This design comes from an exercise in tuning for small area, a short achievable clock period and few clock cycles per item on the open sky130 flow, not from production work. The RTL was checked by simulation tests, not by an equivalence proof against the original design.

Design magnetometer_heading_unpack, start of the top module:
module magnetometer_heading_unpack
(
    input  wire logic              clk,
    input  wire logic              rst_n,
    input  wire logic              in_valid,
    output logic                   in_ready,
    input  wire logic [7:0]        x_high_byte,
    input  wire logic [7:0]        x_low_byte,
    input  wire logic [7:0]        y_high_byte,
    input  wire logic [7:0]        y_low_byte,
    input  wire logic [7:0]        z_high_byte,
    input  wire logic [7:0]        z_low_byte,
    output logic                   out_valid,
    input  wire logic              out_ready,
    output logic signed [15:0]     mag_x,
    output logic signed [15:0]     mag_y,
    output logic signed [15:0]     mag_z,
    output logic [16:0]            heading
);
Size: ~6,200 cells after synthesis, ~0.083 mm2 of cells after synthesis.
Settings: LEC_CHECK=0, CAP_MARGIN=20, CORE_MARGIN=2, CORE_UTILIZATION=60, CTS_BUF_LIST=sky130_fd_sc_hd__clkbuf_16, CTS_CLUSTER_DIAMETER=100, CTS_CLUSTER_SIZE=30, SETUP_SLACK_MARGIN=2.5, SLEW_MARGIN=20; clock period 6.0 ns.
run.sh (not shown) runs the stock make flow with config.mk's settings and CLKGATE_MAP_FILE= SYNTH_SCRIPT=/design/flow/synth_recipe.tcl, a recipe that flattens the netlist after the stock synthesis.
Testbench counts at the start, summed over its fixed seeds: cycles 16,128, items 16,000.
==> next run, changes <==
Settings changed: CTS_BUF_LIST sky130_fd_sc_hd__clkbuf_16 to not set, CTS_CLUSTER_DIAMETER 100 to not set, CTS_CLUSTER_SIZE 30 to not set.
- sequential share of layout area fell by 1.9 points

---

Another version of the RTL of magnetometer_heading_unpack (not shown whole).
Size: ~6200 cells after synthesis, roughly 1500 flip-flops.
Design magnetometer_heading_unpack, start of the top module:
module magnetometer_heading_unpack
(
    input  wire logic              clk,
    input  wire logic              rst_n,
    input  wire logic              in_valid,
    output logic                   in_ready,
    input  wire logic [7:0]        x_high_byte,
    input  wire logic [7:0]        x_low_byte,
    input  wire logic [7:0]        y_high_byte,
    input  wire logic [7:0]        y_low_byte,
    input  wire logic [7:0]        z_high_byte,
    input  wire logic [7:0]        z_low_byte,
    output logic                   out_valid,
    input  wire logic              out_ready,
    output logic signed [15:0]     mag_x,
    output logic signed [15:0]     mag_y,
    output logic signed [15:0]     mag_z,
    output logic [16:0]            heading
);
    logic go;             
    logic ov;             
    logic [14:1] v;       
    assign go = !ov || out_ready;
    logic [15:0] in_x, in_y, in_z, ax, ay;
    logic sx, sy, d_0;
    logic [16:0] x1s, y1p, y1n;
    always_comb begin
        in_x = {x_high_byte, x_low_byte};
        in_y = {y_high_byte, y_low_byte};
        in_z = {z_high_byte, z_low_byte};
        sx = in_x[15];
        sy = in_y[15];
        ax = in_x ^ {16{sx}};    
        ay = in_y ^ {16{sy}};    
        d_0 = sx ? sy : (!sy && (in_y != '0));
    end
    logic y1z;
    mhu_add2c #(.W(17)) u_x1 (.a({1'b0, ax}), .b({1'b0, ay}), .c1(sx), .c2(sy), .s(x1s), .z());
    mhu_add2c #(.W(17)) u_yp (.a({1'b0, ay}), .b({1'b1, ~ax}), .c1(!sx), .c2(sy), .s(y1p), .z(y1z));
    mhu_add2c #(.W(17)) u_yn (.a({1'b0, ax}), .b({1'b1, ~ay}), .c1(!sy), .c2(sx), .s(y1n), .z());
    wire [24:0] c1x_1 = 25'({x1s, 8'd0});
    wire signed [24:0] c1y_1 = 25'({(d_0 ? y1p : y1n), 8'd0});
    wire dn_1 = !c1y_1[24] && !y1z;    
    logic [16:0] r1_x;
    logic signed [16:0] r1_y;
  ...
clock: 6.0 ns
lec_check: 0
cap_margin: 20
core_margin: 2
core_utilization: 60
cts_buf_list: sky130_fd_sc_hd__clkbuf_16
cts_cluster_diameter: 80
cts_cluster_size: 25
setup_slack_margin: 2.35
slew_margin: 20
The first run finished with timing, DRC and antenna clean.
Testbench counts at the start, summed over its fixed seeds: cycles 16,120, items 16,000.
==> next run, changes <==
--- a/flow/config.mk
+++ b/flow/config.mk
@@ -13,3 +13,3 @@
 export CTS_CLUSTER_SIZE = 25
-export SETUP_SLACK_MARGIN = 2.35
+export SETUP_SLACK_MARGIN = 2.8
 export SLEW_MARGIN = 20
The new run went through all stages and came out clean.
Setup slack is better by 0.14 ns.
Cell area goes up by about 6%.
==> next run, changes <==
--- a/flow/config.mk
+++ b/flow/config.mk
@@ -9,7 +9,4 @@
 export CORE_MARGIN = 2
-export CORE_UTILIZATION = 60
-export CTS_BUF_LIST = sky130_fd_sc_hd__clkbuf_16
-export CTS_CLUSTER_DIAMETER = 80
-export CTS_CLUSTER_SIZE = 25
-export SETUP_SLACK_MARGIN = 2.8
+export CORE_UTILIZATION = 70
+export SETUP_SLACK_MARGIN = 2.5
 export SLEW_MARGIN = 20
Critical path depth stays the same.
Worst setup slack degrades by 0.095 ns.
Core utilization rose by 9.8 points.
Flip-flop and latch count does not change.
Sequential share of layout area rose by 1.2 points.
Hold slack improves by 0.0034 ns.

---

Starting RTL as in the previous note.
make LEC_CHECK=0 CAP_MARGIN=20 CORE_MARGIN=2 CORE_UTILIZATION=50 CTS_BUF_LIST=sky130_fd_sc_hd__clkbuf_16 CTS_CLUSTER_DIAMETER=80 CTS_CLUSTER_SIZE=25 SETUP_SLACK_MARGIN=2.5 SLEW_MARGIN=20 finish   # period 6.0 ns
The first run finished clean.
Testbench counts at the start, summed over its fixed seeds: cycles 16,120, items 16,000.
Change:
--- a/flow/config.mk
+++ b/flow/config.mk
@@ -9,6 +9,3 @@
 export CORE_MARGIN = 2
-export CORE_UTILIZATION = 50
-export CTS_BUF_LIST = sky130_fd_sc_hd__clkbuf_16
-export CTS_CLUSTER_DIAMETER = 80
-export CTS_CLUSTER_SIZE = 25
+export CORE_UTILIZATION = 60
 export SETUP_SLACK_MARGIN = 2.5
The new run ran to the end with no violations.
Global-route usage rises by 3.9 points.
Worst setup slack gains 31 ps.
Fmax rises slightly.
Cell count falls by a few percent.
Hold slack loses 5.5 ps.
Final area rises slightly.
Die area falls by about a fifth.
Change:
--- a/flow/config.mk
+++ b/flow/config.mk
@@ -10,2 +10,5 @@
 export CORE_UTILIZATION = 60
+export CTS_BUF_LIST = sky130_fd_sc_hd__clkbuf_16
+export CTS_CLUSTER_DIAMETER = 80
+export CTS_CLUSTER_SIZE = 25
 export SETUP_SLACK_MARGIN = 2.5
Result: Hold slack improves by 29 ps. Setup slack degrades by 34 ps. Via count drops slightly. Die area does not change. Global-route usage drops by 0.64 points. Register-to-register slack degrades by 30 ps. Sequential cell count does not change. Sequential share of layout area climbs by 1.3 points. Design area drops by a few percent.

---

Starting RTL as in the previous note.
// magnetometer_heading_unpack
module magnetometer_heading_unpack
(
    input  wire logic              clk,
    input  wire logic              rst_n,
    input  wire logic              in_valid,
    output logic                   in_ready,
    input  wire logic [7:0]        x_high_byte,
    input  wire logic [7:0]        x_low_byte,
    input  wire logic [7:0]        y_high_byte,
    input  wire logic [7:0]        y_low_byte,
    input  wire logic [7:0]        z_high_byte,
    input  wire logic [7:0]        z_low_byte,
    output logic                   out_valid,
    input  wire logic              out_ready,
    output logic signed [15:0]     mag_x,
    output logic signed [15:0]     mag_y,
    output logic signed [15:0]     mag_z,
    output logic [16:0]            heading
);
Settings: LEC_CHECK=0, CAP_MARGIN=20, CORE_MARGIN=2, CORE_UTILIZATION=60, CTS_BUF_LIST=sky130_fd_sc_hd__clkbuf_16, CTS_CLUSTER_DIAMETER=80, CTS_CLUSTER_SIZE=25, SETUP_SLACK_MARGIN=2.2, SLEW_MARGIN=20; clock period 6.0 ns.
Testbench counts at the start, summed over its fixed seeds: cycles 16,120, items 16,000.
Then changed:
Settings changed: PLACE_DENSITY set to 0.75, SETUP_SLACK_MARGIN 2.2 to 2.5.
Effect:
- The new run completed with no timing, DRC or antenna violations
- global-route usage came out higher by 0.10 points
- cell area rises slightly
- sequential share of layout area decreases by 0.81 points
- non-clock buffer count rose by 50

==> what the ideal ports hide <==
Ports are ideal in the flow. The routed layouts listed here were re-timed in OpenROAD. Step 1, drivers: a clkbuf_16 drives clk and a buf_2 each remaining input, both assumed. Step 2, shift: input delay + t, output delay - t, t = (earliest + latest rising clock arrival at the registers) / 2. This alone moves slack from input paths to output paths. Slacks: ideal / step 1 / step 2; pairs: ideal / step 1.
| run | t, ns | setup WS [ns] | worst setup path after step 2 | worst register clock-pin slew, ns |
|---|---|---|---|---|
| the first run of note 1 | 0.782 | 2.420 / 2.461 / 1.679 | input to register | 0.12 / 0.12 |
| the second run of note 1 | 0.871 | 2.479 / 2.505 / 1.661 | input to register | 0.07 / 0.07 |
| the first run of note 2 | 0.791 | 2.404 / 2.407 / 1.644 | input to register | 0.10 / 0.10 |
| the second run of note 2 | 0.794 | 2.541 / 2.541 / 1.781 | input to register | 0.10 / 0.10 |
| the third run of note 2 | 0.831 | 2.446 / 2.486 / 1.656 | input to register | 0.07 / 0.07 |
| the first run of note 3 | 0.795 | 2.481 / 2.507 / 1.712 | input to register | 0.10 / 0.10 |
| the second run of note 3 | 0.871 | 2.511 / 2.511 / 1.767 | input to register | 0.07 / 0.07 |
| the third run of note 3 | 0.790 | 2.477 / 2.477 / 1.797 | input to register | 0.10 / 0.10 |
| the first run of note 4 | 0.789 | 2.250 / 2.242 / 1.543 | input to register | 0.10 / 0.10 |
| the second run of note 4 | 0.816 | 2.457 / 2.482 / 1.673 | input to register | 0.10 / 0.10 |
After both steps setup and hold are still met in every run listed. The setup slack of the second run of note 1, which loses most, moves by +0.026 ns with the drivers and by -0.818 ns with both steps.
